This is an optimization exercise on Yosys and OpenROAD, whose aim is small area, not a production implementation.
Where RTL was checked, it was by simulation tests only, not by an equivalence proof against the original.
Function not checked in runs 3 and 4: the RTL went through the layout flow alone.
Power figures rest on the tool's default switching activity, not on a simulated workload.

==> flow/design.v <==
package gp_regs_pkg;
  typedef logic [15:0] addr_t;
  localparam addr_t ADDR_ID         = 16'h0000;
  localparam addr_t ADDR_VERSION    = 16'h0004;
  localparam addr_t ADDR_TIC_CYCLES = 16'h0008;
  localparam addr_t ADDR_CONTROL    = 16'h000C;
  localparam addr_t ADDR_TIC_COUNT  = 16'h0010;
  localparam addr_t ADDR_STATUS     = 16'h0014;
  localparam addr_t WIN_BASE = 16'h0100;
  localparam logic [7:0] DUMP_SEQ   = 8'h00;
  localparam logic [7:0] I_E        = 8'h04;
  localparam logic [7:0] Q_E        = 8'h08;
  localparam logic [7:0] I_P        = 8'h0C;
  localparam logic [7:0] Q_P        = 8'h10;
  localparam logic [7:0] I_L        = 8'h14;
  localparam logic [7:0] Q_L        = 8'h18;
  localparam logic [7:0] DUMP_EPOCH = 8'h1C;
  localparam logic [7:0] MEAS_SEQ       = 8'h20;
  localparam logic [7:0] TIC_EPOCH      = 8'h24;
  localparam logic [7:0] TIC_CODE_PHASE = 8'h28;
  localparam logic [7:0] TIC_CODE_NCO   = 8'h2C;
  localparam logic [7:0] TIC_CARR_CYCLE = 8'h30;
  localparam logic [7:0] TIC_CARR_NCO   = 8'h34;
  localparam logic [31:0] ID_VALUE      = 32'h4750_3231;
  localparam logic [31:0] VERSION_VALUE = 32'h0001_0000;
  localparam logic [31:0] TIC_CYCLES_RESET = 32'd1_636_800;
  localparam logic        TIC_ENABLE_RESET = 1'b1;
  localparam int STAT_TIC  = 0;
  localparam int STAT_DUMP = 1;
  localparam logic [1:0] RESP_OKAY = 2'b00;
endpackage
package gp_meas_pkg;
  localparam int SEQ_W        = 32;
  localparam int EPOCH_W      = 16;
  localparam int CODE_PHASE_W = 11;
  localparam int CODE_NCO_W   = 10;
  localparam int CARR_CYCLE_W = 20;
  localparam int CARR_NCO_W   = 10;
  typedef logic [SEQ_W-1:0]   seq_t;
  typedef logic [EPOCH_W-1:0] epoch_t;
  typedef struct packed {
    epoch_t                  epoch;
    logic [CODE_PHASE_W-1:0] code_phase;    
    logic [CODE_NCO_W-1:0]   code_nco;
    logic [CARR_CYCLE_W-1:0] carr_cycle;
    logic [CARR_NCO_W-1:0]   carr_nco;
  } tic_meas_t;
  localparam int MIN_EVENT_GAP = 8;
endpackage
module gp_baseband_regs #(
  parameter int ACC_W = 18
) (
  input  logic                                 axi_clk,
  input  logic                                 axi_rstn,
  input  logic [31:0]                          s_axi_awaddr,
  input  logic                                 s_axi_awvalid,
  output logic                                 s_axi_awready,
  input  logic [31:0]                          s_axi_wdata,
  input  logic [3:0]                           s_axi_wstrb,
  input  logic                                 s_axi_wvalid,
  output logic                                 s_axi_wready,
  output logic [1:0]                           s_axi_bresp,
  output logic                                 s_axi_bvalid,
  input  logic                                 s_axi_bready,
  input  logic [31:0]                          s_axi_araddr,
  input  logic                                 s_axi_arvalid,
  output logic                                 s_axi_arready,
  output logic [31:0]                          s_axi_rdata,
  output logic [1:0]                           s_axi_rresp,
  output logic                                 s_axi_rvalid,
  input  logic                                 s_axi_rready,
  input  logic                                 dump_pulse,
  input  logic signed [ACC_W-1:0]              i_early,
  input  logic signed [ACC_W-1:0]              q_early,
  input  logic signed [ACC_W-1:0]              i_prompt,
  input  logic signed [ACC_W-1:0]              q_prompt,
  input  logic signed [ACC_W-1:0]              i_late,
  input  logic signed [ACC_W-1:0]              q_late,
  input  gp_meas_pkg::epoch_t                  epoch_dump,
  input  gp_meas_pkg::epoch_t                  tic_epoch,
  input  logic [gp_meas_pkg::CODE_PHASE_W-1:0] tic_code_phase,
  input  logic [gp_meas_pkg::CODE_NCO_W-1:0]   tic_code_nco,
  input  logic [gp_meas_pkg::CARR_CYCLE_W-1:0] tic_carr_cycle,
  input  logic [gp_meas_pkg::CARR_NCO_W-1:0]   tic_carr_nco,
  output logic                                 tic_pulse
);
  logic        have_aw;
  logic        have_w;
  logic [1:0]  wsel;       
  logic [31:0] wdata_q;
  logic [3:0]  wstrb_q;
  logic        pend1;      
  logic        pend2;      
  logic        aw_hs;
  logic        w_hs;
  logic        commit;
  assign s_axi_awready = !have_aw && !s_axi_bvalid;
  assign s_axi_wready  = !have_w && !s_axi_bvalid;
  assign s_axi_bresp   = gp_regs_pkg::RESP_OKAY;
  assign aw_hs  = s_axi_awvalid && s_axi_awready;
  assign w_hs   = s_axi_wvalid && s_axi_wready;
  assign commit = have_aw && (have_w || s_axi_wvalid) && !s_axi_bvalid;
  always_ff @(posedge axi_clk) begin
    if (aw_hs) begin
      case (s_axi_awaddr[15:0])
        gp_regs_pkg::ADDR_TIC_CYCLES: wsel <= 2'd1;
        gp_regs_pkg::ADDR_CONTROL:    wsel <= 2'd2;
        gp_regs_pkg::ADDR_STATUS:     wsel <= 2'd3;
        default:                      wsel <= 2'd0;
      endcase
    end
    if (w_hs) begin
      wdata_q <= s_axi_wdata;
      wstrb_q <= s_axi_wstrb;
    end
  end
  always_ff @(posedge axi_clk) begin
    if (!axi_rstn) begin
      have_aw      <= 1'b0;
      have_w       <= 1'b0;
      s_axi_bvalid <= 1'b0;
      pend1        <= 1'b0;
      pend2        <= 1'b0;
    end else begin
      have_aw      <= !commit && (have_aw || aw_hs);
      have_w       <= !commit && (have_w || w_hs);
      s_axi_bvalid <= commit || (s_axi_bvalid && !s_axi_bready);
      pend1        <= commit;
      pend2        <= pend1;
    end
  end
  logic [31:0] tic_cycles;
  logic        tic_enable;
  logic        pend_cyc;
  logic        pend_ctl;
  logic [31:0] cyc_host;
  logic        en_host;
  assign pend_cyc = (pend1 || pend2) && wsel == 2'd1;
  assign pend_ctl = (pend1 || pend2) && wsel == 2'd2 && wstrb_q[0];
  always_ff @(posedge axi_clk) begin
    if (!axi_rstn) begin
      tic_cycles <= gp_regs_pkg::TIC_CYCLES_RESET;
      tic_enable <= gp_regs_pkg::TIC_ENABLE_RESET;
    end else if (pend2) begin
      for (int b = 0; b < 4; b++) begin
        if (wsel == 2'd1 && wstrb_q[b]) tic_cycles[8*b +: 8] <= wdata_q[8*b +: 8];
      end
      if (wsel == 2'd2 && wstrb_q[0]) tic_enable <= wdata_q[0];
    end
  end
  always_comb begin
    for (int b = 0; b < 4; b++) begin
      cyc_host[8*b +: 8] = (pend_cyc && wstrb_q[b]) ? wdata_q[8*b +: 8] : tic_cycles[8*b +: 8];
    end
  end
  assign en_host = pend_ctl ? wdata_q[0] : tic_enable;
  logic [31:0] cnt;
  logic [31:0] cnt_inc;
  logic        hit;
  assign cnt_inc = cnt + 32'd1;
  assign hit     = cnt_inc == tic_cycles || tic_cycles[31:1] == 31'd0;
  always_ff @(posedge axi_clk) begin
    if (!axi_rstn || !tic_enable || hit) begin
      cnt <= '0;
    end else begin
      cnt <= cnt_inc;
    end
  end
  always_ff @(posedge axi_clk) begin
    tic_pulse <= axi_rstn && tic_enable && hit;
  end
  logic [ACC_W-1:0]  d_ie, d_qe, d_ip, d_qp, d_il, d_ql;
  logic [15:0]       d_epoch;
  logic [15:0]       m_epoch;
  logic [10:0]       m_code_phase;
  logic [9:0]        m_code_nco;
  logic [19:0]       m_carr_cycle;
  logic [9:0]        m_carr_nco;
  logic              dump_vld;
  logic              meas_vld;
  logic [31:0]       dump_seq;
  logic [31:0]       meas_seq;
  logic              stat_tic;
  logic              stat_dump;
  logic              clr_tic;
  logic              clr_dump;
  always_ff @(posedge axi_clk) begin
    if (dump_pulse) begin
      d_ie    <= i_early;
      d_qe    <= q_early;
      d_ip    <= i_prompt;
      d_qp    <= q_prompt;
      d_il    <= i_late;
      d_ql    <= q_late;
      d_epoch <= epoch_dump;
    end
    if (tic_pulse) begin
      m_epoch      <= tic_epoch;
      m_code_phase <= tic_code_phase;
      m_code_nco   <= tic_code_nco;
      m_carr_cycle <= tic_carr_cycle;
      m_carr_nco   <= tic_carr_nco;
    end
  end
  assign clr_tic  = pend1 && wsel == 2'd3 && wstrb_q[0] && wdata_q[gp_regs_pkg::STAT_TIC];
  assign clr_dump = pend1 && wsel == 2'd3 && wstrb_q[0] && wdata_q[gp_regs_pkg::STAT_DUMP];
  always_ff @(posedge axi_clk) begin
    if (!axi_rstn) begin
      dump_vld  <= 1'b0;
      meas_vld  <= 1'b0;
      dump_seq  <= '0;
      meas_seq  <= '0;
      stat_tic  <= 1'b0;
      stat_dump <= 1'b0;
    end else begin
      if (dump_pulse) begin
        dump_vld <= 1'b1;
        dump_seq <= dump_seq + 32'd1;
      end
      if (tic_pulse) begin
        meas_vld <= 1'b1;
        meas_seq <= meas_seq + 32'd1;
      end
      stat_tic  <= tic_pulse || (stat_tic && !clr_tic);
      stat_dump <= dump_pulse || (stat_dump && !clr_dump);
    end
  end
  logic [15:0] ra;
  logic        ra_ok;
  logic        rg;
  logic        rw;
  logic [31:0] rd_data;
  assign s_axi_arready = !s_axi_rvalid;
  assign s_axi_rresp   = gp_regs_pkg::RESP_OKAY;
  assign ra    = s_axi_araddr[15:0];
  assign ra_ok = ra[15:9] == 7'd0 && ra[7:6] == 2'd0 && ra[1:0] == 2'd0;
  assign rg    = ra_ok && !ra[8] && !ra[5];
  assign rw    = ra_ok && ra[8];
  function automatic logic [31:0] sext(input logic [ACC_W-1:0] v);
    sext = {{(32-ACC_W){v[ACC_W-1]}}, v};
  endfunction
  always_comb begin
    rd_data = '0;
    if (rg) begin
      case (ra[4:2])
        3'd0: rd_data = gp_regs_pkg::ID_VALUE;
        3'd1: rd_data = gp_regs_pkg::VERSION_VALUE;
        3'd2: rd_data = cyc_host;
        3'd3: rd_data = {31'd0, en_host};
        3'd4: rd_data = meas_seq;
        3'd5: rd_data = {30'd0, stat_dump, stat_tic};
        default: rd_data = '0;
      endcase
    end else if (rw) begin
      case (ra[5:2])
        4'd0:  rd_data = dump_seq;
        4'd1:  rd_data = dump_vld ? sext(d_ie) : '0;
        4'd2:  rd_data = dump_vld ? sext(d_qe) : '0;
        4'd3:  rd_data = dump_vld ? sext(d_ip) : '0;
        4'd4:  rd_data = dump_vld ? sext(d_qp) : '0;
        4'd5:  rd_data = dump_vld ? sext(d_il) : '0;
        4'd6:  rd_data = dump_vld ? sext(d_ql) : '0;
        4'd7:  rd_data = dump_vld ? {16'd0, d_epoch} : '0;
        4'd8:  rd_data = meas_seq;
        4'd9:  rd_data = meas_vld ? {16'd0, m_epoch} : '0;
        4'd10: rd_data = meas_vld ? {21'd0, m_code_phase} : '0;
        4'd11: rd_data = meas_vld ? {22'd0, m_code_nco} : '0;
        4'd12: rd_data = meas_vld ? {12'd0, m_carr_cycle} : '0;
        4'd13: rd_data = meas_vld ? {22'd0, m_carr_nco} : '0;
        default: rd_data = '0;
      endcase
    end
  end
  always_ff @(posedge axi_clk) begin
    if (!s_axi_rvalid) begin
      s_axi_rdata <= rd_data;
    end
  end
  always_ff @(posedge axi_clk) begin
    if (!axi_rstn) begin
      s_axi_rvalid <= 1'b0;
    end else begin
      s_axi_rvalid <= (s_axi_arvalid && !s_axi_rvalid) || (s_axi_rvalid && !s_axi_rready);
    end
  end
endmodule
==> flow/run.sh <==
#!/bin/bash
# synth_recipe.tcl (not shown) runs the flow's synth.tcl, then flattens the netlist and writes it again
# the make line also repeats each setting of config.mk as NAME=value (left out here)
make -C /OpenROAD-flow-scripts/flow DESIGN_CONFIG=/design/flow/config.mk WORK_HOME=/design/flow/orfs CLKGATE_MAP_FILE= SYNTH_SCRIPT=/design/flow/synth_recipe.tcl finish
==> flow/config.mk <==
export PLATFORM = sky130hd
export DESIGN_NAME = gp_baseband_regs
export DESIGN_NICKNAME = gp_baseband_regs
export VERILOG_FILES = /design/flow/design.v
export SDC_FILE = /design/flow/constraint.sdc
export NUM_CORES = 4
export LEC_CHECK = 0
export CAP_MARGIN = 20
export CORE_MARGIN = 2
export CORE_UTILIZATION = 40
export SLEW_MARGIN = 20
==> flow/constraint.sdc <==
create_clock -name core_clock -period 6.0 [get_ports {axi_clk}]
set_input_delay 1.2000 -clock core_clock [delete_from_list [all_inputs] [get_ports {axi_clk}]]
set_output_delay 1.2000 -clock core_clock [all_outputs]
set_load 0.01 [all_outputs]
==> reports/results.txt, run 1 <==
dpl ws - 1.38 ns
Max transition margin - 0.230
RD Place Congestion - 0.884
static leakage - 0.00781 uW
final net count - 2110
Fill cells - 3787
Post-DP Area - 21200 sq um
num rows - 76
Worst setup SP type - flip-flop
io pins - 341
clock skew - 0.0157 ns
Seq cells post-synth - 401
drt initial violations - 1349
Layout area overhead - 28.8%
Crit path arrival time - 4.55 ns
min Tclk post-route - 4.12 ns
Overall Global Routing Usage - 0.230
Critical Path Max Stage Delay - 1.08 ns
core box area - 43300 sq um
placed instance count - 2348
final setup fails - 0
MaxCap Viol Count - 0
first-pass GRT wire length - 80.2 mm
dpl hpwl - 38.9 mm
CTS root buffer - clkbuf_16
Worst-Skew Late Latency - 0.58 ns
largest net degree at the start of global routing - 84
clock-pin slew on the worst setup and hold paths - 0.06 ns
1st-pass router iterations - 8
part of the cycle the worst path needs - 0.687
number of gates resized after CTS - 0
setup ws final - 1.88 ns
final antenna-violating net count - 0
Post-Route WL - 53.3 mm
Netlist cell types - 77
post-synthesis sequential area ratio - 0.603
RSZ-0062 raised after global routing - false
Max Buffers Root-to-Sink - 3
number of flops mapped to enable cells by yosys - 261
crit end category - flip-flop
worst-path fanout max - 32
Peak VDD IR - 0.251 mV
synthesized cell area - 17600 sq um
CTS sink cnt - 401
share of cells above drive strength 1 - 0.0890
WS Path Type - flip-flop to flip-flop
cts bufs inserted - 43
Remaining DRCs - 0
input/output buffers - 304
initial antenna violation count - 14
hold bufs inserted after CTS - 0
WL per Instance - 21.9 um
ys async rst share - 0
worst path buffer plus inverter count - 0
Avg Cell Area, Syn - 11.5 sq um
final hold violations - 0
vias in the first global route - 13122
Initial Util - 0.408
number of synthesis warnings - 1
Cell Chain, Critical Path - nand3_1 > nor4_1 > nand4_1 > xor2_1 > xnor2_1 > nor4b_2 > a311o_2 > nor2_1
Hold Path Class - flip-flop to flip-flop
Post-CTS Setup Bufs - 0
post-route setup TNS - 0 ns
total gr overflow - 0
post-route cell area - 22700 sq um
Chip Width - 214 um
CTS tree - built
die area - 45800 sq um
Post-synth top flop - edfxtp_1
non-filler cells, final - 2432
Vias - 13410
final slew viol count - 0
Die Y - 214 um
WP data required - 6.42 ns
slowest CP cell - nor4_1
average vias per placed instance - 5.51
Least-Margin Pin Slew - 1.14 ns
post-layout util - 0.525
CP top delay family - simple AND/OR/NAND/NOR gates
Mapped Cells - 1527
H-tree depth - 2
fmax - 242 MHz
status - no timing/DRC/antenna violations
power density cells - 280 nW/um^2
## synth_stat cells, drive strengths merged (12+ instances only)
master	n	area (sq um)
edfxtp	261	7840
nand2	180	676
dfxtp	140	2800
nand3	107	536
xnor2	78	683
clkbuf	76	313
and2	68	425
nor2	67	299
a21oi	63	315
o21ai	52	260
a222oi	50	500
nand4	32	221
mux2	31	349
xor2	30	263
a21boi	27	203
a22oi	26	195
and3	24	151
nor4	24	169
mux2i	21	210
o22ai	21	131
nor3	19	95.1
buf	17	114
inv	15	56.3
nor2b	13	81.3
or3	12	87.6
## cell families after synthesis
family | share of synthesized area
AOI/OAI and AO/OA | 0.109
xor gates and xnor gates | 0.0576
adders and majority gates | 0.00213
buffers and inverters | 0.0274
DFF | 0.603
muxes | 0.0317
other | 0.000213
and+or+nand+nor | 0.169
## per-layer routing
layer / wire length (um) / track usage
met1: 22700 / 0.309
met3: 4900 / 0.0673
met2: 23900 / 0.357
met5: 125 / 0
met4: 1590 / 0.0746
## power breakdown
part / switching (uW) / total, uW / internal (uW)
Sequential: 59.5 / 3120 / 3060
Clock: 1120 / 2820 / 1710
Combinational: 188 / 418 / 231
## final cells by class
type	count	area, sq um	share of cell area
Sequential cell	401	10600	0.469
Multi-Input combinational cell	1021	6570	0.289
Timing Repair Buffer	326	3200	0.141
Clock buffer	58	1150	0.0507
Tap cell	585	732	0.0322
Clock inverter	22	353	0.0155
Inverter	15	56.3	0.00248
Antenna cell	4	10.0	0.000441
## sequential cells by signal, summed over array words and instances (netlist names), 2 cells and up
signal and flops:
cnt 32, dump_seq 32, meas_seq 32, s_axi_rdata 32, tic_cycles 32, wdata_q 32
m_carr_cycle 20, d_ie 18, d_il 18, d_ip 18, d_qe 18, d_ql 18
d_qp 18, d_epoch 16, m_epoch 16, m_code_phase 11, m_carr_nco 10, m_code_nco 10
wstrb_q 4, wsel 2
## worst paths after layout
kind,slack (ns),to,startpoint,cells past startpoint
hold / removal,0.50,dump_seq[30],dump_seq[30],2
setup reg to reg,1.88,cnt[4],cnt[2],8
hold reg to reg,0.50,dump_seq[30],dump_seq[30],2
setup / recovery,1.88,cnt[4],cnt[2],8
## tightest hold or removal path: cells and delay by family (launching register included)
family	cells	cell delay, ns
compound gates	2	0.13
flops	1	0.31
## per-stage QoR
stage / total power, uW / hold slack (ns)
after floorplan: 3280 / 0.452
after global placement: 3590 / 0.476
after detailed placement: 3600 / 0.494
after CTS: 6420 / 0.503
after global routing: 6570 / 0.533
final: 6360 / 0.503
## cells in the final DEF, fill, tap and decap left out, types with 4 or more instances in the layout
cell,Yosys,layout
nand4_1,30,30
nor3b_1,6,4
nor2b_1,13,13
and3_1,23,23
a21oi_1,63,63
bufinv_16,0,8
o21ai_0,52,52
a21boi_0,27,27
nor2_1,48,48
clkbuf_1,70,13
clkbuf_16,0,43
xor2_1,30,30
clkdlybuf4s50_1,0,301
o22ai_1,21,21
or3_1,8,8
nor4_2,3,4
clkinv_2,0,6
diode_2,0,4
a222oi_1,50,50
nand2b_1,5,5
nand2_1,180,180
nand3_1,107,107
xnor2_1,78,78
inv_1,14,14
and4_1,8,8
a22oi_1,26,26
dfxtp_1,140,139
conb_1,1,4
nor4_1,21,20
mux2_2,31,31
buf_4,5,23
mux2i_1,21,21
a22o_1,5,5
and2_1,67,67
a221oi_1,4,4
nor2_2,19,19
edfxtp_1,261,261
nor3_1,19,16
==> inputs of run 2 (changes only) <==
--- a/flow/design.v
+++ b/flow/design.v
@@ -134,5 +134,4 @@
   logic        pend_cyc;
   logic        pend_ctl;
-  logic [31:0] cyc_host;
   logic        en_host;
   assign pend_cyc = (pend1 || pend2) && wsel == 2'd1;
@@ -149,23 +148,25 @@
     end
   end
-  always_comb begin
-    for (int b = 0; b < 4; b++) begin
-      cyc_host[8*b +: 8] = (pend_cyc && wstrb_q[b]) ? wdata_q[8*b +: 8] : tic_cycles[8*b +: 8];
-    end
-  end
   assign en_host = pend_ctl ? wdata_q[0] : tic_enable;
-  logic [31:0] cnt;
-  logic [31:0] cnt_inc;
+  function automatic logic [31:0] carries(input logic [31:0] q, input logic c0);
+    logic [3:0] seg;
+    seg[0] = c0;
+    seg[1] = c0 && (&q[7:0]);
+    seg[2] = c0 && (&q[7:0]) && (&q[15:8]);
+    seg[3] = c0 && (&q[7:0]) && (&q[15:8]) && (&q[23:16]);
+    for (int k = 0; k < 4; k++) begin
+      carries[8*k] = seg[k];
+      for (int i = 1; i < 8; i++) carries[8*k+i] = carries[8*k+i-1] && q[8*k+i-1];
+    end
+  endfunction
+  logic [31:0] cnt1;
+  logic [31:0] cnt1_cy;
   logic        hit;
-  assign cnt_inc = cnt + 32'd1;
-  assign hit     = cnt_inc == tic_cycles || tic_cycles[31:1] == 31'd0;
-  always_ff @(posedge axi_clk) begin
-    if (!axi_rstn || !tic_enable || hit) begin
-      cnt <= '0;
-    end else begin
-      cnt <= cnt_inc;
-    end
-  end
-  always_ff @(posedge axi_clk) begin
+  logic        run;
+  assign cnt1_cy = carries(cnt1, 1'b1);
+  assign hit     = cnt1 == tic_cycles;
+  assign run     = axi_rstn && tic_enable && !hit;
+  always_ff @(posedge axi_clk) begin
+    cnt1      <= {{31{run}} & (cnt1[31:1] ^ cnt1_cy[31:1]), !run || !cnt1[0]};
     tic_pulse <= axi_rstn && tic_enable && hit;
   end
@@ -203,4 +204,8 @@
     end
   end
+  logic [31:0]       dump_cy;
+  logic [31:0]       meas_cy;
+  assign dump_cy = carries(dump_seq, dump_pulse);
+  assign meas_cy = carries(meas_seq, tic_pulse);
   assign clr_tic  = pend1 && wsel == 2'd3 && wstrb_q[0] && wdata_q[gp_regs_pkg::STAT_TIC];
   assign clr_dump = pend1 && wsel == 2'd3 && wstrb_q[0] && wdata_q[gp_regs_pkg::STAT_DUMP];
@@ -214,12 +219,8 @@
       stat_dump <= 1'b0;
     end else begin
-      if (dump_pulse) begin
-        dump_vld <= 1'b1;
-        dump_seq <= dump_seq + 32'd1;
-      end
-      if (tic_pulse) begin
-        meas_vld <= 1'b1;
-        meas_seq <= meas_seq + 32'd1;
-      end
+      dump_vld  <= dump_vld || dump_pulse;
+      meas_vld  <= meas_vld || tic_pulse;
+      dump_seq  <= dump_seq ^ dump_cy;
+      meas_seq  <= meas_seq ^ meas_cy;
       stat_tic  <= tic_pulse || (stat_tic && !clr_tic);
       stat_dump <= dump_pulse || (stat_dump && !clr_dump);
@@ -237,37 +238,54 @@
   assign rg    = ra_ok && !ra[8] && !ra[5];
   assign rw    = ra_ok && ra[8];
-  function automatic logic [31:0] sext(input logic [ACC_W-1:0] v);
-    sext = {{(32-ACC_W){v[ACC_W-1]}}, v};
-  endfunction
+  logic        s_id, s_ver, s_tc, s_ctl, s_st, s_mseq, s_dseq;
+  logic        s_ie, s_qe, s_ip, s_qp, s_il, s_ql, s_dep;
+  logic        s_mep, s_mcp, s_mcn, s_mcc, s_mca;
+  logic        sgn;
+  logic [3:0]  tc_byp;
+  assign s_id   = rg && ra[4:2] == 3'd0;
+  assign s_ver  = rg && ra[4:2] == 3'd1;
+  assign s_tc   = rg && ra[4:2] == 3'd2;
+  assign s_ctl  = rg && ra[4:2] == 3'd3;
+  assign s_st   = rg && ra[4:2] == 3'd5;
+  assign s_mseq = (rg && ra[4:2] == 3'd4) || (rw && ra[5:2] == 4'd8);
+  assign s_dseq = rw && ra[5:2] == 4'd0;
+  assign s_ie   = rw && dump_vld && ra[5:2] == 4'd1;
+  assign s_qe   = rw && dump_vld && ra[5:2] == 4'd2;
+  assign s_ip   = rw && dump_vld && ra[5:2] == 4'd3;
+  assign s_qp   = rw && dump_vld && ra[5:2] == 4'd4;
+  assign s_il   = rw && dump_vld && ra[5:2] == 4'd5;
+  assign s_ql   = rw && dump_vld && ra[5:2] == 4'd6;
+  assign s_dep  = rw && dump_vld && ra[5:2] == 4'd7;
+  assign s_mep  = rw && meas_vld && ra[5:2] == 4'd9;
+  assign s_mcp  = rw && meas_vld && ra[5:2] == 4'd10;
+  assign s_mcn  = rw && meas_vld && ra[5:2] == 4'd11;
+  assign s_mcc  = rw && meas_vld && ra[5:2] == 4'd12;
+  assign s_mca  = rw && meas_vld && ra[5:2] == 4'd13;
+  assign sgn = (s_ie && d_ie[ACC_W-1]) || (s_qe && d_qe[ACC_W-1]) || (s_ip && d_ip[ACC_W-1])
+            || (s_qp && d_qp[ACC_W-1]) || (s_il && d_il[ACC_W-1]) || (s_ql && d_ql[ACC_W-1]);
   always_comb begin
-    rd_data = '0;
-    if (rg) begin
-      case (ra[4:2])
-        3'd0: rd_data = gp_regs_pkg::ID_VALUE;
-        3'd1: rd_data = gp_regs_pkg::VERSION_VALUE;
-        3'd2: rd_data = cyc_host;
-        3'd3: rd_data = {31'd0, en_host};
-        3'd4: rd_data = meas_seq;
-        3'd5: rd_data = {30'd0, stat_dump, stat_tic};
-        default: rd_data = '0;
-      endcase
-    end else if (rw) begin
-      case (ra[5:2])
-        4'd0:  rd_data = dump_seq;
-        4'd1:  rd_data = dump_vld ? sext(d_ie) : '0;
-        4'd2:  rd_data = dump_vld ? sext(d_qe) : '0;
-        4'd3:  rd_data = dump_vld ? sext(d_ip) : '0;
-        4'd4:  rd_data = dump_vld ? sext(d_qp) : '0;
-        4'd5:  rd_data = dump_vld ? sext(d_il) : '0;
-        4'd6:  rd_data = dump_vld ? sext(d_ql) : '0;
-        4'd7:  rd_data = dump_vld ? {16'd0, d_epoch} : '0;
-        4'd8:  rd_data = meas_seq;
-        4'd9:  rd_data = meas_vld ? {16'd0, m_epoch} : '0;
-        4'd10: rd_data = meas_vld ? {21'd0, m_code_phase} : '0;
-        4'd11: rd_data = meas_vld ? {22'd0, m_code_nco} : '0;
-        4'd12: rd_data = meas_vld ? {12'd0, m_carr_cycle} : '0;
-        4'd13: rd_data = meas_vld ? {22'd0, m_carr_nco} : '0;
-        default: rd_data = '0;
-      endcase
+    for (int b = 0; b < 4; b++) tc_byp[b] = pend_cyc && wstrb_q[b];
+  end
+  always_comb begin
+    rd_data = ({32{s_id}} & gp_regs_pkg::ID_VALUE)
+            | ({32{s_ver}} & gp_regs_pkg::VERSION_VALUE)
+            | {31'd0, s_ctl && en_host}
+            | {30'd0, s_st && stat_dump, s_st && stat_tic}
+            | ({32{s_mseq}} & meas_seq)
+            | ({32{s_dseq}} & dump_seq)
+            | {{(32-ACC_W+1){sgn}},
+               ({(ACC_W-1){s_ie}} & d_ie[ACC_W-2:0]) | ({(ACC_W-1){s_qe}} & d_qe[ACC_W-2:0])
+             | ({(ACC_W-1){s_ip}} & d_ip[ACC_W-2:0]) | ({(ACC_W-1){s_qp}} & d_qp[ACC_W-2:0])
+             | ({(ACC_W-1){s_il}} & d_il[ACC_W-2:0]) | ({(ACC_W-1){s_ql}} & d_ql[ACC_W-2:0])}
+            | {16'd0, {16{s_dep}} & d_epoch}
+            | {16'd0, {16{s_mep}} & m_epoch}
+            | {21'd0, {11{s_mcp}} & m_code_phase}
+            | {22'd0, {10{s_mcn}} & m_code_nco}
+            | {12'd0, {20{s_mcc}} & m_carr_cycle}
+            | {22'd0, {10{s_mca}} & m_carr_nco};
+    for (int b = 0; b < 4; b++) begin
+      rd_data[8*b +: 8] = rd_data[8*b +: 8]
+                        | ({8{s_tc && tc_byp[b]}} & wdata_q[8*b +: 8])
+                        | ({8{s_tc && !tc_byp[b]}} & tic_cycles[8*b +: 8]);
     end
   end
==> flow/flow/run.sh (new file) <==
#!/bin/bash
# Standard ORFS layout; the only change is the cell used to buffer the ports
# (the smallest buffer instead of the resizer's default pick).
set -euo pipefail
bash standard.sh synth > synth.log 2>&1
bash standard.sh "BUFFER_PORTS_ARGS=-buffer_cell sky130_fd_sc_hd__buf_1" finish > layout.log 2>&1
==> flow/standard.sh (new file) <==
#!/bin/bash
# synth_recipe.tcl (not shown) runs the flow's synth.tcl, then flattens the netlist and writes it again
# the make line also repeats each setting of config.mk as NAME=value (left out here)
make -C /OpenROAD-flow-scripts/flow DESIGN_CONFIG=/design/flow/config.mk WORK_HOME=/design/flow/orfs CLKGATE_MAP_FILE= SYNTH_SCRIPT=/design/flow/synth_recipe.tcl "${@:-finish}"
--- a/flow/config.mk
+++ b/flow/config.mk
@@ -9,3 +9,4 @@
 export CORE_MARGIN = 2
 export CORE_UTILIZATION = 40
+export CTS_BUF_LIST = sky130_fd_sc_hd__clkbuf_2
 export SLEW_MARGIN = 20
removed: flow/run.sh
==> run 2 against run 1 <==
  * Still clean on timing, DRC and antenna
  * Global-route usage shrank 0.45 points
  * Sequential power is essentially flat
  * Flip-flop and latch count is the same
  * Cell count shrank 7.1%
  * Utilization shrank 5.4 points
  * Design area shrank 15%
  * First-iteration DRC count shrank 38%
  * Power shrank 18%
  * Via count shrank 12%
  * Largest power group unchanged
==> reports/results.txt, run 2 <==
status - no timing/DRC/antenna violations (unchanged)
core box area - 40700 sq um (was 43300 sq um)
Seq cells post-synth - 401 (unchanged)
H-tree depth - 3 (was 2)
number of gates resized after CTS - 0 (unchanged)
Remaining DRCs - 0 (unchanged)
Worst-Skew Late Latency - 1.08 ns (was 0.58 ns)
Die Y - 207 um (was 214 um)
Post-Synth XOR/XNOR Area - 0.0240 (was 0.0576)
average vias per placed instance - 5.23 (was 5.51)
setup ws final - 2.20 ns (was 1.88 ns)
initial antenna violation count - 6 (was 14)
power density cells - 273 nW/um^2 (was 280 nW/um^2)
CTS tree - built (unchanged)
Avg Cell Area, Syn - 13.2 sq um (was 11.5 sq um)
largest family of logic cells by synthesized area - simple AND/OR/NAND/NOR gates (unchanged)
Synth Area in Compound Gates - 0.0906 (was 0.109)
Post-synth top flop - edfxtp_1 (unchanged)
flop-to-flop setup slack - 2.66 ns (was 1.88 ns)
final slew viol count - 0 (unchanged)
WS Path Type - flip-flop to output pin (was flip-flop to flip-flop)
MaxCap Viol Count - 0 (unchanged)
top cell type by total area after synthesis - edfxtp_1 (unchanged)
worst-path fanout max - 41 (was 32)
vias in the first global route - 11978 (was 13122)
post-synthesis sequential area ratio - 0.647 (was 0.603)
RSZ-0062 raised after global routing - false (unchanged)
WL per Instance - 21.1 um (was 21.9 um)
cts bufs inserted - 104 (was 43)
post-route cell area - 19200 sq um (was 22700 sq um)
post-route setup TNS - 0 ns (unchanged)
Initial Util - 0.404 (was 0.408)
Post-CTS Setup Bufs - 0 (unchanged)
Max transition margin - 0.275 (was 0.230)
Least-Margin Pin Slew - 1.08 ns (was 1.14 ns)
Synth Area in Simple Gates - 0.137 (was 0.169)
number of synthesis warnings - 1 (unchanged)
top cell type's share of synthesized area - 0.476 (was 0.444)
dpl hpwl - 35.4 mm (was 38.9 mm)
Vias - 11812 (was 13410)
Layout area overhead - 16.7% (was 28.8%)
final setup fails - 0 (unchanged)
area occupied by multi-input gates - 5560 sq um (was 6570 sq um)
final net count - 2020 (was 2110)
commonest cells after routing, fill and taps aside - buf_1, edfxtp_1, clkbuf_2 (was clkdlybuf4s50_1, edfxtp_1, nand2_1)
Cell Chain, Critical Path - buf_4 > buf_1 (was nand3_1 > nor4_1 > nand4_1 > xor2_1 > xnor2_1 > nor4b_2 > a311o_2 > nor2_1)
die area - 42800 sq um (was 45800 sq um)
WP data required - 4.80 ns (was 6.42 ns)
largest cells by area after synthesis - edfxtp_1, dfxtp_1, ha_1 (was edfxtp_1, dfxtp_1, xnor2_1)
number of flops mapped to enable cells by yosys - 261 (unchanged)
mux contribution to synthesized area - 0.0218 (was 0.0317)
final antenna-violating net count - 0 (unchanged)
Post-synth top cells - edfxtp_1, dfxtp_1, nand2_1 (was edfxtp_1, nand2_1, dfxtp_1)
largest net degree at the start of global routing - 79 (was 84)
part of the cycle the worst path needs - 0.634 (was 0.687)
crit end category - output pin (was flip-flop)
fmax - 263 MHz (was 242 MHz)
Mapped Cells - 1249 (was 1527)
io pins - 341 (unchanged)
1st-pass router iterations - 7 (was 8)
FF+latch area - 10600 sq um (unchanged)
min Tclk post-route - 3.80 ns (was 4.12 ns)
slowest CP cell - dfxtp_4 (was nor4_1)
share of cells above drive strength 1 - 0.130 (was 0.0890)
Fill cells - 3830 (was 3787)
Worst setup SP type - flip-flop (unchanged)
clock skew - 0.0894 ns (was 0.0157 ns)
first-pass GRT wire length - 70.0 mm (was 80.2 mm)
static leakage - 0.00723 uW (was 0.00781 uW)
final hold violations - 0 (unchanged)
Crit path arrival time - 2.60 ns (was 4.55 ns)
Peak VDD IR - 0.157 mV (was 0.251 mV)
Post-Route WL - 47.7 mm (was 53.3 mm)
dpl ws - 1.80 ns (was 1.38 ns)
clock-pin slew on the worst setup and hold paths - 0.11 ns (was 0.06 ns)
CTS root buffer - clkbuf_2 (was clkbuf_16)
synthesized cell area - 16500 sq um (was 17600 sq um)
total gr overflow - 0 (unchanged)
Post-DP Area - 18200 sq um (was 21200 sq um)
input/output buffers - 304 (unchanged)
ys async rst share - 0 (unchanged)
top-count cell post-synth - edfxtp_1 (unchanged)
hold bufs inserted after CTS - 0 (unchanged)
drt initial violations - 837 (was 1349)
post-layout util - 0.471 (was 0.525)
most common cell after layout, fill and taps aside - buf_1 (was clkdlybuf4s50_1)
Chip Width - 207 um (was 214 um)
CTS sink cnt - 401 (unchanged)
num rows - 74 (was 76)
Max Buffers Root-to-Sink - 3 (unchanged)
RD Place Congestion - 0.867 (was 0.884)
Netlist cell types - 64 (was 77)
Synth Area in Adders - 0.0631 (was 0.00213)
Critical Path Max Stage Delay - 0.71 ns (was 1.08 ns)
Hold Path Class - input pin to flip-flop (was flip-flop to flip-flop)
Overall Global Routing Usage - 0.225 (was 0.230)
run 2: worst max-delay path, delay by kind of cell (launching register included):
kind     cells  cell delay [ns]
buf+inv      2             0.81
flops        1             0.71
run 2: final cells by class:
cell class / instances / share of cell area
Sequential cell: 401 / 0.554
Multi-Input combinational cell: 797 / 0.290
Timing Repair Buffer: 328 / 0.0691
Clock buffer: 167 / 0.0435
Tap cell: 532 / 0.0347
Clock inverter: 23 / 0.00697
Inverter: 6 / 0.00117
Antenna cell: 6 / 0.000782
run 2: cell families after synthesis:
group,Yosys count
simple gates,428
flops,401
compound gates,202
fa+ha+maj,83
buf+inv,54
xor+xnor,45
mux,35
other cells,1
run 2: metal layers:
metal	part of all wire	global-route usage	up-vias
li1	-	-	5544
met3	0.077	0.0579	102
met5	0.00027	0	-
met1	0.40	0.277	5606
met2	0.49	0.377	558
met4	0.036	0.0952	2
run 2: power breakdown:
group	internal (uW)	total, uW	switching, uW	leakage [uW]
clock	779	1910	1130	0.000756
sequential	3060	3110	52.5	0.00367
combinational	82.5	231	148	0.00280
run 2: through the flow:
step | power (uW) | instances | hold WS, ns
4_1_cts | 5320 | 2254 | 0.148
6_report | 5250 | 2260 | 0.281
2_1_floorplan | 3240 | 1252 | 0.388
3_5_place_dp | 3400 | 2064 | 0.405
3_3_place_gp | 3400 | 2064 | 0.397
5_1_grt | 5500 | 2258 | 0.135
run 2: final timing paths:
kind | from | endpoint | cells past startpoint
min | i_early[10] | d_ie[10] | 1
min reg2reg | cnt1[0] | cnt1[0] | 1
max | tic_pulse | tic_pulse | 2
max reg2reg | tic_pulse | meas_seq[30] | 13
==> inputs of run 3 (changes only) <==
--- a/flow/design.v
+++ b/flow/design.v
@@ -48,4 +48,73 @@
   localparam int MIN_EVENT_GAP = 8;
 endpackage
+module gp_rd_mux #(
+  parameter int ACC_W = 18
+) (
+  input  logic [ACC_W-1:0] d_ie,
+  input  logic [ACC_W-1:0] d_qe,
+  input  logic [ACC_W-1:0] d_ip,
+  input  logic [ACC_W-1:0] d_qp,
+  input  logic [ACC_W-1:0] d_il,
+  input  logic [ACC_W-1:0] d_ql,
+  input  logic [15:0]      d_epoch,
+  input  logic [15:0]      m_epoch,
+  input  logic [10:0]      m_code_phase,
+  input  logic [9:0]       m_code_nco,
+  input  logic [19:0]      m_carr_cycle,
+  input  logic [9:0]       m_carr_nco,
+  input  logic             stat_tic,
+  input  logic             stat_dump,
+  input  logic             en_host,
+  input  logic [31:0]      dump_seq,
+  input  logic [31:0]      meas_seq,
+  input  logic [31:0]      tic_cycles,
+  input  logic [31:0]      wdata_q,
+  input  logic [3:0]       tc_byp,
+  input  logic             s_id,
+  input  logic             s_ver,
+  input  logic             s_tc,
+  input  logic             s_ctl,
+  input  logic             s_st,
+  input  logic             s_mseq,
+  input  logic             s_dseq,
+  input  logic             s_ie,
+  input  logic             s_qe,
+  input  logic             s_ip,
+  input  logic             s_qp,
+  input  logic             s_il,
+  input  logic             s_ql,
+  input  logic             s_dep,
+  input  logic             s_mep,
+  input  logic             s_mcp,
+  input  logic             s_mcn,
+  input  logic             s_mcc,
+  input  logic             s_mca,
+  input  logic             sgn,
+  output logic [31:0]      rd_data
+);
+  always_comb begin
+    rd_data = ({32{s_id}} & gp_regs_pkg::ID_VALUE)
+            | ({32{s_ver}} & gp_regs_pkg::VERSION_VALUE)
+            | {31'd0, s_ctl && en_host}
+            | {30'd0, s_st && stat_dump, s_st && stat_tic}
+            | ({32{s_mseq}} & meas_seq)
+            | ({32{s_dseq}} & dump_seq)
+            | {{(32-ACC_W+1){sgn}},
+               ({(ACC_W-1){s_ie}} & d_ie[ACC_W-2:0]) | ({(ACC_W-1){s_qe}} & d_qe[ACC_W-2:0])
+             | ({(ACC_W-1){s_ip}} & d_ip[ACC_W-2:0]) | ({(ACC_W-1){s_qp}} & d_qp[ACC_W-2:0])
+             | ({(ACC_W-1){s_il}} & d_il[ACC_W-2:0]) | ({(ACC_W-1){s_ql}} & d_ql[ACC_W-2:0])}
+            | {16'd0, {16{s_dep}} & d_epoch}
+            | {16'd0, {16{s_mep}} & m_epoch}
+            | {21'd0, {11{s_mcp}} & m_code_phase}
+            | {22'd0, {10{s_mcn}} & m_code_nco}
+            | {12'd0, {20{s_mcc}} & m_carr_cycle}
+            | {22'd0, {10{s_mca}} & m_carr_nco};
+    for (int b = 0; b < 4; b++) begin
+      rd_data[8*b +: 8] = rd_data[8*b +: 8]
+                        | ({8{s_tc && tc_byp[b]}} & wdata_q[8*b +: 8])
+                        | ({8{s_tc && !tc_byp[b]}} & tic_cycles[8*b +: 8]);
+    end
+  end
+endmodule
 module gp_baseband_regs #(
   parameter int ACC_W = 18
@@ -267,27 +336,47 @@
     for (int b = 0; b < 4; b++) tc_byp[b] = pend_cyc && wstrb_q[b];
   end
-  always_comb begin
-    rd_data = ({32{s_id}} & gp_regs_pkg::ID_VALUE)
-            | ({32{s_ver}} & gp_regs_pkg::VERSION_VALUE)
-            | {31'd0, s_ctl && en_host}
-            | {30'd0, s_st && stat_dump, s_st && stat_tic}
-            | ({32{s_mseq}} & meas_seq)
-            | ({32{s_dseq}} & dump_seq)
-            | {{(32-ACC_W+1){sgn}},
-               ({(ACC_W-1){s_ie}} & d_ie[ACC_W-2:0]) | ({(ACC_W-1){s_qe}} & d_qe[ACC_W-2:0])
-             | ({(ACC_W-1){s_ip}} & d_ip[ACC_W-2:0]) | ({(ACC_W-1){s_qp}} & d_qp[ACC_W-2:0])
-             | ({(ACC_W-1){s_il}} & d_il[ACC_W-2:0]) | ({(ACC_W-1){s_ql}} & d_ql[ACC_W-2:0])}
-            | {16'd0, {16{s_dep}} & d_epoch}
-            | {16'd0, {16{s_mep}} & m_epoch}
-            | {21'd0, {11{s_mcp}} & m_code_phase}
-            | {22'd0, {10{s_mcn}} & m_code_nco}
-            | {12'd0, {20{s_mcc}} & m_carr_cycle}
-            | {22'd0, {10{s_mca}} & m_carr_nco};
-    for (int b = 0; b < 4; b++) begin
-      rd_data[8*b +: 8] = rd_data[8*b +: 8]
-                        | ({8{s_tc && tc_byp[b]}} & wdata_q[8*b +: 8])
-                        | ({8{s_tc && !tc_byp[b]}} & tic_cycles[8*b +: 8]);
-    end
-  end
+  gp_rd_mux #(.ACC_W(ACC_W)) i_rd_mux (
+    .d_ie         (d_ie),
+    .d_qe         (d_qe),
+    .d_ip         (d_ip),
+    .d_qp         (d_qp),
+    .d_il         (d_il),
+    .d_ql         (d_ql),
+    .d_epoch      (d_epoch),
+    .m_epoch      (m_epoch),
+    .m_code_phase (m_code_phase),
+    .m_code_nco   (m_code_nco),
+    .m_carr_cycle (m_carr_cycle),
+    .m_carr_nco   (m_carr_nco),
+    .stat_tic     (stat_tic),
+    .stat_dump    (stat_dump),
+    .en_host      (en_host),
+    .dump_seq     (dump_seq),
+    .meas_seq     (meas_seq),
+    .tic_cycles   (tic_cycles),
+    .wdata_q      (wdata_q),
+    .tc_byp       (tc_byp),
+    .s_id         (s_id),
+    .s_ver        (s_ver),
+    .s_tc         (s_tc),
+    .s_ctl        (s_ctl),
+    .s_st         (s_st),
+    .s_mseq       (s_mseq),
+    .s_dseq       (s_dseq),
+    .s_ie         (s_ie),
+    .s_qe         (s_qe),
+    .s_ip         (s_ip),
+    .s_qp         (s_qp),
+    .s_il         (s_il),
+    .s_ql         (s_ql),
+    .s_dep        (s_dep),
+    .s_mep        (s_mep),
+    .s_mcp        (s_mcp),
+    .s_mcn        (s_mcn),
+    .s_mcc        (s_mcc),
+    .s_mca        (s_mca),
+    .sgn          (sgn),
+    .rd_data      (rd_data)
+  );
   always_ff @(posedge axi_clk) begin
     if (!s_axi_rvalid) begin
--- a/flow/config.mk
+++ b/flow/config.mk
@@ -9,4 +9,5 @@
 export CORE_MARGIN = 2
 export CORE_UTILIZATION = 40
-export CTS_BUF_LIST = sky130_fd_sc_hd__clkbuf_2
+export CTS_BUF_LIST = sky130_fd_sc_hd__clkbuf_4
 export SLEW_MARGIN = 20
+export SYNTH_HIERARCHICAL = 1
==> run 3 against run 2 <==
  * Global-route usage fell by 1.3 points
  * Utilization rose by 0.41 points
  * Sequential power barely moved
  * Clock power rose by 21%
  * Count of clock-buffer cells in the layout fell by 11
  * Via count fell by 4.2%
  * Critical path type is now input pin to flip-flop
  * Critical endpoint is now s_axi_rdata[1]
==> reports/results.txt, run 3 <==
WS Path Type - input pin to flip-flop (was flip-flop to output pin)
number of flops mapped to enable cells by yosys - 261 (unchanged)
largest net degree at the start of global routing - 109 (was 79)
Post-synth top cells - edfxtp_1, dfxtp_1, nand2_1 (unchanged)
Fill cells - 3746 (was 3830)
die area - 42400 sq um (was 42800 sq um)
Initial Util - 0.403 (was 0.404)
first-pass GRT wire length - 65.9 mm (was 70.0 mm)
Crit path arrival time - 4.34 ns (was 2.60 ns)
final slew viol count - 0 (unchanged)
number of gates resized after CTS - 0 (unchanged)
final setup fails - 0 (unchanged)
Post-CTS Setup Bufs - 0 (unchanged)
WP data required - 6.63 ns (was 4.80 ns)
reg2reg start - tic_pulse (unchanged)
setup ws final - 2.29 ns (was 2.20 ns)
io pins - 341 (unchanged)
Post-synth top flop - edfxtp_1 (unchanged)
clock skew - 0.0475 ns (was 0.0894 ns)
top cell type's share of synthesized area - 0.480 (was 0.476)
Post-Route WL - 44.8 mm (was 47.7 mm)
Avg Cell Area, Syn - 13.6 sq um (was 13.2 sq um)
Hold Path Sink - cnt1[0] (was d_ie[10])
average vias per placed instance - 5.18 (was 5.23)
dpl hpwl - 32.3 mm (was 35.4 mm)
H-tree depth - 3 (unchanged)
Seq cells post-synth - 401 (unchanged)
Chip Width - 206 um (was 207 um)
total gr overflow - 0 (unchanged)
Cell Chain, Critical Path - buf_1 > nor4_1 > nand3_1 > or3_1 > nor3_2 > buf_4 > a22oi_1 > nand4_1 > nor2_1 > o21ai_1 (was buf_4 > buf_1)
CP top delay family - simple AND/OR/NAND/NOR gates (was buffers and inverters)
post-route setup TNS - 0 ns (unchanged)
Least-Margin Pin Slew - 1.06 ns (was 1.08 ns)
1st-pass router iterations - 5 (was 7)
most common cell after layout, fill and taps aside - buf_1 (unchanged)
share of cells above drive strength 1 - 0.134 (was 0.130)
crit end category - flip-flop (was output pin)
Critical Path Max Stage Delay - 0.67 ns (was 0.71 ns)
Die Y - 206 um (was 207 um)
R2R cell count - 12 (was 13)
Mapped Cells - 1203 (was 1249)
RD Place Congestion - 0.801 (was 0.867)
worst-path fanout max - 12 (was 41)
initial antenna violation count - 3 (was 6)
Hold Path Class - flip-flop to flip-flop (was input pin to flip-flop)
Hold Path Origin - cnt1[0] (was i_early[10])
Peak VDD IR - 0.193 mV (was 0.157 mV)
flop-to-flop setup slack - 2.94 ns (was 2.66 ns)
top sig layer - met5 (unchanged)
core box area - 40600 sq um (was 40700 sq um)
Max Buffers Root-to-Sink - 3 (unchanged)
met3 WL post-DR - 4.02 mm (was 3.68 mm)
Worst setup SP type - input pin (was flip-flop)
final antenna-violating net count - 0 (unchanged)
CTS root buffer - clkbuf_4 (was clkbuf_2)
largest cells by area after synthesis - edfxtp_1, dfxtp_1, ha_1 (unchanged)
dpl ws - 1.51 ns (was 1.80 ns)
synthesized cell area - 16300 sq um (was 16500 sq um)
slowest CP cell - nor3_2 (was dfxtp_4)
Max transition margin - 0.291 (was 0.275)
Vias - 11318 (was 11812)
Overall Global Routing Usage - 0.212 (was 0.225)
final hold violations - 0 (unchanged)
static leakage - 0.00730 uW (was 0.00723 uW)
power density cells - 292 nW/um^2 (was 273 nW/um^2)
CTS tree - built (unchanged)
drt initial violations - 647 (was 837)
RSZ-0062 raised after global routing - false (unchanged)
commonest cells after routing, fill and taps aside - buf_1, edfxtp_1, clkbuf_4 (was buf_1, edfxtp_1, clkbuf_2)
status - no timing/DRC/antenna violations (unchanged)
num rows - 74 (unchanged)
clock-pin slew on the worst setup and hold paths - 0.06 ns (was 0.11 ns)
post-synthesis sequential area ratio - 0.652 (was 0.647)
Netlist cell types - 58 (was 64)
Crit Reg-Reg Endpoint - meas_seq[30] (unchanged)
top cell type by total area after synthesis - edfxtp_1 (unchanged)
vias in the first global route - 11410 (was 11978)
hold bufs inserted after CTS - 0 (unchanged)
number of synthesis warnings - 8 (was 1)
input/output buffers - 304 (unchanged)
Hold Path Cell Cnt - 1 (unchanged)
CTS sink cnt - 401 (unchanged)
WL per Instance - 20.5 um (was 21.1 um)
cts bufs inserted - 105 (was 104)
post-layout util - 0.476 (was 0.471)
worst path buffer plus inverter count - 2 (unchanged)
Met1 Routed Length - 18.7 mm (was 19.1 mm)
MaxCap Viol Count - 0 (unchanged)
fmax - 269 MHz (was 263 MHz)
Remaining DRCs - 0 (unchanged)
Worst-Skew Late Latency - 0.81 ns (was 1.08 ns)
ys async rst share - 0 (unchanged)
Layout area overhead - 18.1% (was 16.7%)
part of the cycle the worst path needs - 0.619 (was 0.634)
top-count cell post-synth - edfxtp_1 (unchanged)
min Tclk post-route - 3.71 ns (was 3.80 ns)
final net count - 1950 (was 2020)
Final Power - 5620 uW (was 5250 uW)
met2 WL - 20.9 mm (was 23.2 mm)
## run 3: cell count changes after synthesis, sizes merged, moves of 7 or more
cell / delta
o21ai: -10
xnor2: -28
nand3: -19
nor4: +11
and2: -27
nor2: -31
nand2: -8
buf: +22
a22oi: +21
a22o: +8
a21oi: +16
xor2: +28
nor2b: -7
## run 3: worst max-delay path by stage
stage | cells after the start | slack [ns] | endpoint | from
after floorplan | 12 | 2.16 | meas_seq[30] | tic_pulse
after global placement | 10 | 1.56 | s_axi_rdata[1] | s_axi_araddr[14]
after detailed placement | 10 | 1.51 | s_axi_rdata[1] | s_axi_araddr[14]
after CTS | 10 | 2.36 | s_axi_rdata[1] | s_axi_araddr[14]
after global routing | 10 | 2.15 | s_axi_rdata[1] | s_axi_araddr[14]
final | 10 | 2.29 | s_axi_rdata[1] | s_axi_araddr[14]
## run 3: power by group
| part | internal, uW | leakage (uW) | total (uW) | switching (uW) |
|---|---|---|---|---|
| Combinational | 68.5 | 0.00284 | 194 | 125 |
| Clock | 1190 | 0.000790 | 2320 | 1130 |
| Sequential | 3060 | 0.00367 | 3110 | 51.8 |
## run 3: per-stage QoR
step                      hold slack, ns  area, sq um  std cells
after CTS                          0.454        19300       2184
final                              0.455        19300       2187
after floorplan                    0.413        16300       1206
after global routing               0.473        19300       2187
after detailed placement           0.432        17900       1993
after global placement             0.431        17900       1993
## run 3: layout make-up
class,instances,area [sq um],share of cell area
multi-input cells,728,5300,0.275
inverters,6,22.5,0.00117
repair buffers,326,1310,0.0680
well taps,532,666,0.0345
clock buffers,156,1170,0.0607
clock inverters,35,160,0.00830
flip-flops and latches,401,10600,0.552
diodes,3,7.51,0.000389
## run 3: worst register-to-register path: cells and delay by family, from the launching register on
family / cells / cell delay [ns]
adder cells (fa/ha/maj): 7 / 1.12
AND/OR/NAND/NOR: 5 / 1.24
flip-flops: 1 / 0.61
## run 3: cell families after synthesis
kind of cell,synth area share
compound gates,0.102
xor+xnor,0.0241
fa+ha+maj,0.0636
buf+inv,0.0277
flops,0.652
mux,0.0221
other cells,0.000230
simple gates,0.108
## run 3: layer usage
layer | track usage | vias to the layer above
met5 | 0 | -
met3 | 0.0681 | 72
met4 | 0.0770 | 2
li1 | - | 5367
met1 | 0.273 | 5369
met2 | 0.335 | 508
==> inputs of run 4 (changes only) <==
==> flow/flow/run.sh (replaced) <==
#!/bin/bash
# Standard ORFS layout with two changes: the ports are buffered with the smallest buffer, and
# the clock tree uses a strong root, mid-size tree buffers and small leaf buffers.
set -euo pipefail
bash standard.sh synth > synth.log 2>&1
bash standard.sh "BUFFER_PORTS_ARGS=-buffer_cell sky130_fd_sc_hd__buf_1" \
  "CTS_ARGS=-sink_clustering_enable -repair_clock_nets -buf_list sky130_fd_sc_hd__clkbuf_4 -root_buf sky130_fd_sc_hd__clkbuf_8 -sink_clustering_buffer sky130_fd_sc_hd__clkbuf_2" \
  finish > layout.log 2>&1
--- a/flow/config.mk
+++ b/flow/config.mk
@@ -9,5 +9,4 @@
 export CORE_MARGIN = 2
 export CORE_UTILIZATION = 40
-export CTS_BUF_LIST = sky130_fd_sc_hd__clkbuf_4
 export SLEW_MARGIN = 20
 export SYNTH_HIERARCHICAL = 1
==> run 4 against run 3 <==
  * Non-clock buffer count unchanged
  * Critical path type unchanged
  * Cell count decreased by 0.46%
  * Clock skew decreased by 0.0012 ns
  * Highest routed layer unchanged
  * Via count about the same
  * Area after synthesis unchanged
  * Hold slack improved by 0.0080 ns
  * Still clean
  * Clock power decreased by 9.1%
  * Power decreased by 3.9%
  * Register-to-register slack got worse by 0.08 ns
  * Die area unchanged
==> reports/results.txt, run 4 <==
Hold Path Cell Cnt - 1 (unchanged)
Seq cells post-synth - 401 (unchanged)
core box area - 40600 sq um (unchanged)
status - no timing/DRC/antenna violations (unchanged)
final antenna-violating net count - 0 (unchanged)
Peak VDD IR - 0.179 mV (was 0.193 mV)
WL per Instance - 20.6 um (was 20.5 um)
reg2reg start - tic_pulse (unchanged)
Net Sw Frac - 0.241 (was 0.232)
power density cells - 283 nW/um^2 (was 292 nW/um^2)
met2 WL - 21.0 mm (was 20.9 mm)
Max transition margin - 0.291 (about the same)
Layout area overhead - 16.9% (was 18.1%)
top sig layer - met5 (unchanged)
Max Buffers Root-to-Sink - 3 (unchanged)
Crit path arrival time - 4.36 ns (was 4.34 ns)
Post-CTS Setup Bufs - 0 (unchanged)
number of gates resized after CTS - 0 (unchanged)
CTS sink cnt - 401 (unchanged)
num rows - 74 (unchanged)
Overall Global Routing Usage - 0.212 (about the same)
final net count - 1948 (was 1950)
worst-path fanout max - 12 (unchanged)
flop-to-flop setup slack - 2.86 ns (was 2.94 ns)
final hold violations - 0 (unchanged)
Comb pwr share - 0.036 (was 0.034)
Post-Route WL - 44.9 mm (was 44.8 mm)
io pins - 341 (unchanged)
H-tree depth - 3 (unchanged)
top cell type by total area after synthesis - edfxtp_1 (unchanged)
Post-synth top flop - edfxtp_1 (unchanged)
Initial Util - 0.403 (unchanged)
hold bufs inserted after CTS - 0 (unchanged)
Worst setup SP type - input pin (unchanged)
part of the cycle the worst path needs - 0.648 (was 0.619)
Least-Margin Pin Slew - 1.06 ns (about the same)
CTS root buffer - clkbuf_8 (was clkbuf_4)
Met1 Routed Length - 18.6 mm (was 18.7 mm)
Seq pwr share - 0.575 (was 0.553)
internal power - 4110 uW (was 4320 uW)
commonest cells after routing, fill and taps aside - buf_1, edfxtp_1, dfxtp_1 (was buf_1, edfxtp_1, clkbuf_4)
Die Y - 206 um (unchanged)
WP data required - 6.47 ns (was 6.63 ns)
ys async rst share - 0 (unchanged)
die area - 42400 sq um (unchanged)
clock skew - 0.0463 ns (was 0.0475 ns)
Chip Width - 206 um (unchanged)
Remaining DRCs - 0 (unchanged)
post-route cell area - 19100 sq um (was 19300 sq um)
number of flops mapped to enable cells by yosys - 261 (unchanged)
Netlist cell types - 58 (unchanged)
MaxCap Viol Count - 0 (unchanged)
largest cells by area after synthesis - edfxtp_1, dfxtp_1, ha_1 (unchanged)
number of synthesis warnings - 8 (unchanged)
drt initial violations - 623 (was 647)
total gr overflow - 0 (unchanged)
Hold Path Sink - cnt1[0] (unchanged)
Hold Path Origin - cnt1[0] (unchanged)
most common cell after layout, fill and taps aside - buf_1 (unchanged)
R2R cell count - 13 (was 12)
fmax - 257 MHz (was 269 MHz)
largest net degree at the start of global routing - 109 (unchanged)
static leakage - 0.00729 uW (was 0.00730 uW)
Post-synth top cells - edfxtp_1, dfxtp_1, nand2_1 (unchanged)
first-pass GRT wire length - 65.9 mm (about the same)
final setup fails - 0 (unchanged)
average vias per placed instance - 5.20 (was 5.18)
input/output buffers - 304 (unchanged)
1st-pass router iterations - 5 (unchanged)
share of cells above drive strength 1 - 0.134 (about the same)
post-synthesis sequential area ratio - 0.652 (unchanged)
initial antenna violation count - 1 (was 3)
crit end category - flip-flop (unchanged)
clock-pin slew on the worst setup and hold paths - 0.09 ns (was 0.06 ns)
dpl hpwl - 32.3 mm (unchanged)
post-route setup TNS - 0 ns (unchanged)
CTS tree - built (unchanged)
number of diodes - 0 (was 3)
top-count cell post-synth - edfxtp_1 (unchanged)
clock network power share - 0.389 (was 0.412)
Avg Cell Area, Syn - 13.6 sq um (unchanged)
RSZ-0062 raised after global routing - false (unchanged)
met3 WL post-DR - 4.08 mm (was 4.02 mm)
Crit Reg-Reg Endpoint - meas_seq[31] (was meas_seq[30])
Mapped Cells - 1203 (unchanged)
RD Place Congestion - 0.801 (unchanged)
synthesized cell area - 16300 sq um (unchanged)
cts bufs inserted - 103 (was 105)
Worst-Skew Late Latency - 0.63 ns (was 0.81 ns)
Hold Path Class - flip-flop to flip-flop (unchanged)
final slew viol count - 0 (unchanged)
Vias - 11313 (was 11318)
Post-DP Area - 17900 sq um (unchanged)
vias in the first global route - 11396 (was 11410)
WS Path Type - input pin to flip-flop (unchanged)
Net Sw Power - 1300 uW (about the same)
top cell type's share of synthesized area - 0.480 (unchanged)
min Tclk post-route - 3.89 ns (was 3.71 ns)
-- run 4: power groups by stage --
stage	sequential (uW)	clock (uW)	combinational, uW
finish	3110	2110	194
global route	3120	2310	215
CTS	3110	2170	198
detailed placement	3170	0	196
global placement	3170	0	192
floorplan	3160	0	60.8
-- run 4: worst max-delay path, cell delays in order --
cell	delay, ns
buf_1	0.10
nor4_1	0.36
nand3_1	0.53
or3_1	0.60
nor2_1	0.66
buf_4	0.37
a22oi_1	0.10
nand4_1	0.23
nor2_1	0.11
o21ai_1	0.08
-- run 4: area by class of cell --
| cell class | instances | area, sq um |
|---|---|---|
| clock inverters | 25 | 124 |
| flip-flops and latches | 401 | 10600 |
| repair buffers | 326 | 1310 |
| clock buffers | 159 | 1010 |
| multi-input cells | 728 | 5300 |
| inverters | 6 | 22.5 |
| well taps | 532 | 666 |
| fillers | 3767 | 21500 |
-- run 4: per-stage QoR --
step                total power, uW  setup WS, ns  hold slack [ns]  std cells  utilization
floorplan                      3220          2.16            0.413       1206            -
global placement               3360          1.56            0.431       1993        0.442
detailed placement             3370          1.51            0.432       1993        0.442
CTS                            5480          2.20            0.460       2177        0.470
global route                   5640          2.00            0.480       2177        0.471
finish                         5410          2.11            0.463       2177        0.471
-- run 4: kinds of logic (layout without fill, tap and decap cells) --
kind of cell / Yosys count / in the layout / share of synthesized area
other: 1 / 4 / 0.000230
flip-flops: 401 / 401 / 0.652
buffers and inverters: 77 / 516 / 0.0277
adder cells (fa/ha/maj): 83 / 83 / 0.0636
XOR/XNOR: 45 / 45 / 0.0241
multiplexers: 35 / 35 / 0.0221
AND/OR/NAND/NOR: 341 / 341 / 0.108
AO/OA/AOI/OAI: 220 / 220 / 0.102
-- run 4: routing by layer --
metal | GRT usage | up-vias
met1 | 0.272 | 5362
li1 | - | 5359
met5 | 0 | -
met2 | 0.337 | 517
met3 | 0.0634 | 73
met4 | 0.0829 | 2
-- run 4: worst max path at each step --
stage	start	end	slack, ns	cells past startpoint
floorplan	tic_pulse	meas_seq[30]	2.16	12
global placement	s_axi_araddr[14]	s_axi_rdata[1]	1.56	10
detailed placement	s_axi_araddr[14]	s_axi_rdata[1]	1.51	10
CTS	s_axi_araddr[14]	s_axi_rdata[1]	2.20	10
global route	s_axi_araddr[14]	s_axi_rdata[1]	2.00	10
finish	s_axi_araddr[14]	s_axi_rdata[1]	2.11	10

==> afterwards: timing with drivers on the ports <==
Ports are ideal in the flow. The routed layouts listed here were re-timed in OpenROAD.
Step 1: set_driving_cell puts a clkbuf_16 on axi_clk and a buf_2 on each other input, an assumption about the parent block.
Step 2, shift: input delay + t, output delay - t, t = (earliest + latest rising clock arrival at the registers) / 2. This alone moves slack from input paths to output paths.
a / b / c = ideal / step 1 / step 2; a / b = the first two.
| run | t, ns | setup slack, ns | hold WS [ns] | worst setup path at the end |
|---|---|---|---|---|
| run 1 | 0.623 | 1.876 / 1.864 / 1.241 | 0.503 / 0.503 / 0.503 | input to register |
| run 2 | 1.077 | 2.196 / 2.151 / 1.702 | 0.281 / 0.275 / 0.427 | input to register |
| run 3 | 0.833 | 2.289 / 2.319 / 1.486 | 0.455 / 0.455 / 0.455 | input to register |
| run 4 | 0.659 | 2.111 / 2.145 / 1.486 | 0.463 / 0.463 / 0.463 | input to register |
After both steps setup and hold are still met in every run listed. For run 3, which loses most, drivers alone change the setup slack by +0.030 ns; drivers and shift together by -0.803 ns.
